From an optimization exercise on the open Yosys and OpenROAD flow, aimed at small area, a short achievable clock period and few clock cycles; shortcuts taken in it are not production practice. No activity file was given, so power comes from the tool's default toggle rates.

Design conv_feeder, start of the top module:
module conv_feeder (
	input  logic        clk,
	input  logic        rst,
	input  logic        i_start,
	input  logic [5:0]  i_cols,
	input  logic [5:0]  i_rows,
	input  logic        i_stride,
	input  logic        i_valid,
	input  logic [31:0] i_data,
	output logic        o_full,
	output logic        o_valid,
	output logic [31:0] o_lane_data,
	output logic        o_done
);
Size in the first run: roughly 4300 cells after synthesis, ~2400 flip-flops, about 84 I/O pins, ~62000 µm² of cells after synthesis.
make LEC_CHECK=0 CAP_MARGIN=20 CORE_MARGIN=2 CORE_UTILIZATION=40 CTS_CLUSTER_DIAMETER=120 CTS_CLUSTER_SIZE=30 SETUP_SLACK_MARGIN=3.8 SLEW_MARGIN=20 finish   # period 6.0 ns
run.sh (not shown) runs the stock make flow with config.mk's settings and CLKGATE_MAP_FILE= SYNTH_SCRIPT=/design/flow/synth_recipe.tcl, a recipe that flattens the netlist after the stock synthesis.
==> next run, changes <==
--- a/flow/design.v
+++ b/flow/design.v
@@ -83,37 +83,31 @@
 	assign start = idle && i_start;
 	logic [4:0] d;     
 	assign d = e_d;
 	logic t_is_b;  
 	assign t_is_b = !g_s2 && e_odd;
 	logic fill_done;  
 	logic b_eq;
 	logic bw_ok;
 	assign b_eq = (b_lag == 2'd0);
 	assign bw_ok = (b_cnt == 2'd3) && b_eq;
 	logic m_ok;
-	logic c_ge3;  
-	assign m_ok = !g_s2 || !m_wr_en || (k_mrow && c_ge3);
+	assign m_ok = !g_s2 || !m_wr_en || (k_mrow && (p_col >= 6'd3));
 	logic emit;
 	always_comb begin
 		emit = 1'b0;
 		if (busy && !e_done)
 			emit = (r0 && fill_done && (d[2:0] == 3'd3)) ||
 				(r1 && m_ok && (d[2:0] == 3'd0)) ||
 				(r2 && bw_ok && !(e_pos[8] && last_x && (w_pend != 3'd0)));
 	end
-	logic       t_freed;
-	logic [2:0] w_pend_dec, w_pend_inc;
-	assign t_freed = busy && !e_done && e_pos[2] && fill_done && (d[2:0] == 3'd3);
-	assign w_pend_dec = bw_wr ? w_pend - 3'd1 : w_pend;
-	assign w_pend_inc = w_pend_dec + (last_x ? 3'd3 : (g_s2 ? 3'd2 : 3'd1));
 	logic win_end;
 	assign win_end = emit && e_pos[8];
 	logic bw_wr;
 	assign bw_wr = (b_cnt == 2'd3) && (w_rel != 2'd3) && (w_pend != 3'd0) &&
 		(w_d[2:0] == 3'd0);
 	logic        pix_v;
 	logic [31:0] pix_d;
 	logic        p_al;
 	assign pix_v = s_v || (i_valid && busy && !acc_all);
 	assign pix_d = s_v ? s_d : i_data;
 	assign p_al = (p_d[2:0] == 3'd0);
@@ -272,23 +266,22 @@
 				g_s2 <= i_stride;
 				acc_all <= 1'b0;
 				acc_all2 <= 1'b0;
 				s_v <= 1'b0;
 				full_q <= 1'b0;
 				p_row <= '0;
 				p_col <= '0;
 				k_fill <= 1'b1;
 				k_bot <= 1'b0;
 				k_mrow <= 1'b0;
 				c_in <= 1'b1;
-				c_ge3 <= 1'b0;
 				fill_done <= 1'b0;
 				tau <= 5'd0;   
 				p_d <= 5'd0;
 				e_d <= 5'd0;
 				e_odd <= 1'b0;
 				g_init <= 2'b01;
 				e_pos <= 9'd1;
 				e_done <= 1'b0;
 				b_cnt <= '0;
 				b_lag <= '0;
 				w_rel <= '0;
@@ -299,31 +292,28 @@
 				if (accept && last_acc)
 					acc_all <= 1'b1;
 				if (consume) begin
 					if (p_wrap) begin
 						p_col <= '0;
 						p_row <= p_row + 6'd1;
 						p_d <= ~tau;
 						k_fill <= n_fill;
 						k_bot <= n_bot;
 						k_mrow <= n_mrow;
 						c_in <= 1'b1;
-						c_ge3 <= 1'b0;
 						c_lt <= (g_elim != 6'd0);
 						if (p_row == 6'd1)
 							fill_done <= 1'b1;
 					end
 					else begin
 						p_col <= p_col + 6'd1;
-						if (p_col == 6'd2)
-							c_ge3 <= 1'b1;
 						if (g_s2 && p_col == g_mcol2)
 							c_in <= 1'b0;
 						if (p_col + 6'd1 == g_elim)
 							c_lt <= 1'b0;
 					end
 				end else begin
 					p_d <= p_d - 5'd1;
 				end
 				if (consume)
 					s_v <= 1'b0;
 				else if (accept)
@@ -345,23 +335,24 @@
 						b_lag <= b_lag - 2'd1;
 				end
 				if (win_end && last_x) begin
 					w_rel <= '0;
 					w_pend <= '0;
 					w_d <= ~tau;
 				end else begin
 					if (bw_wr && !(bw_in && b_cnt == 2'd3))
 						w_rel <= w_rel + 2'd1;
 					else if (!bw_wr && bw_in && b_cnt == 2'd3)
 						w_rel <= w_rel - 2'd1;
-					w_pend <= t_freed ? w_pend_inc : w_pend_dec;
+					w_pend <= w_pend - {2'd0, bw_wr} +
+						((emit && e_pos[2]) ? (last_x ? 3'd3 : (g_s2 ? 3'd2 : 3'd1)) : 3'd0);
 					if (!bw_wr)
 						w_d <= w_d - 5'd1;
 				end
 				if (!emit)
 					e_d <= e_d - 5'd1;
 				if (emit) begin
 					e_pos <= {e_pos[7:0], e_pos[8]};
 					if (e_pos[2] || e_pos[5]) begin
 						e_d <= e_d - 5'd3;
 					end else if (e_pos[8]) begin
 							if (!last_x) begin
What happened:
- routed wire length hardly moves
- sequential power stays flat
- worst setup slack gets worse by 170 ps
- cell count rose by about 1.5%
- die area barely changes
- area after synthesis barely changes
- first-iteration DRC count decreases by 4.6%
- utilization hardly moves
- clock skew is higher by 4.9 ps
- sequential share of layout area hardly moves
- power decreases by about 0.5%
- clock power falls by about 0.5%
- sequential cell count fell by 1
No functional check of the RTL was part of any run of this note.

afterwards: timing with drivers on the ports:
How much do the figures lean on ideal ports? The routed layouts below were timed once more, with nothing changed but the port constraints. Step 1 (the two cells are an assumption about what drives the block):
set clk [get_ports {clk}]
set_driving_cell -lib_cell sky130_fd_sc_hd__clkbuf_16 $clk
set_driving_cell -lib_cell sky130_fd_sc_hd__buf_2 [delete_from_list [all_inputs] $clk]
Step 2, shift: input delay + t, output delay - t, t = (earliest + latest rising clock arrival at the registers) / 2. This alone moves slack from input paths to output paths. Slacks: ideal / step 1 / step 2; pairs: ideal / step 1.
run	t, ns	setup WS [ns]	worst setup path after step 2	clock arrival spread, ns	worst register clock-pin slew, ns
the first run	0.790	3.566 / 3.502 / 2.919	input to register	0.037 / 0.037	0.12 / 0.12
the second run	0.790	3.396 / 3.396 / 3.110	input to register	0.038 / 0.039	0.12 / 0.12
After both steps setup and hold are still met in every run listed. For the first run, which loses most, drivers alone change the setup slack by -0.064 ns; drivers and shift together by -0.647 ns.
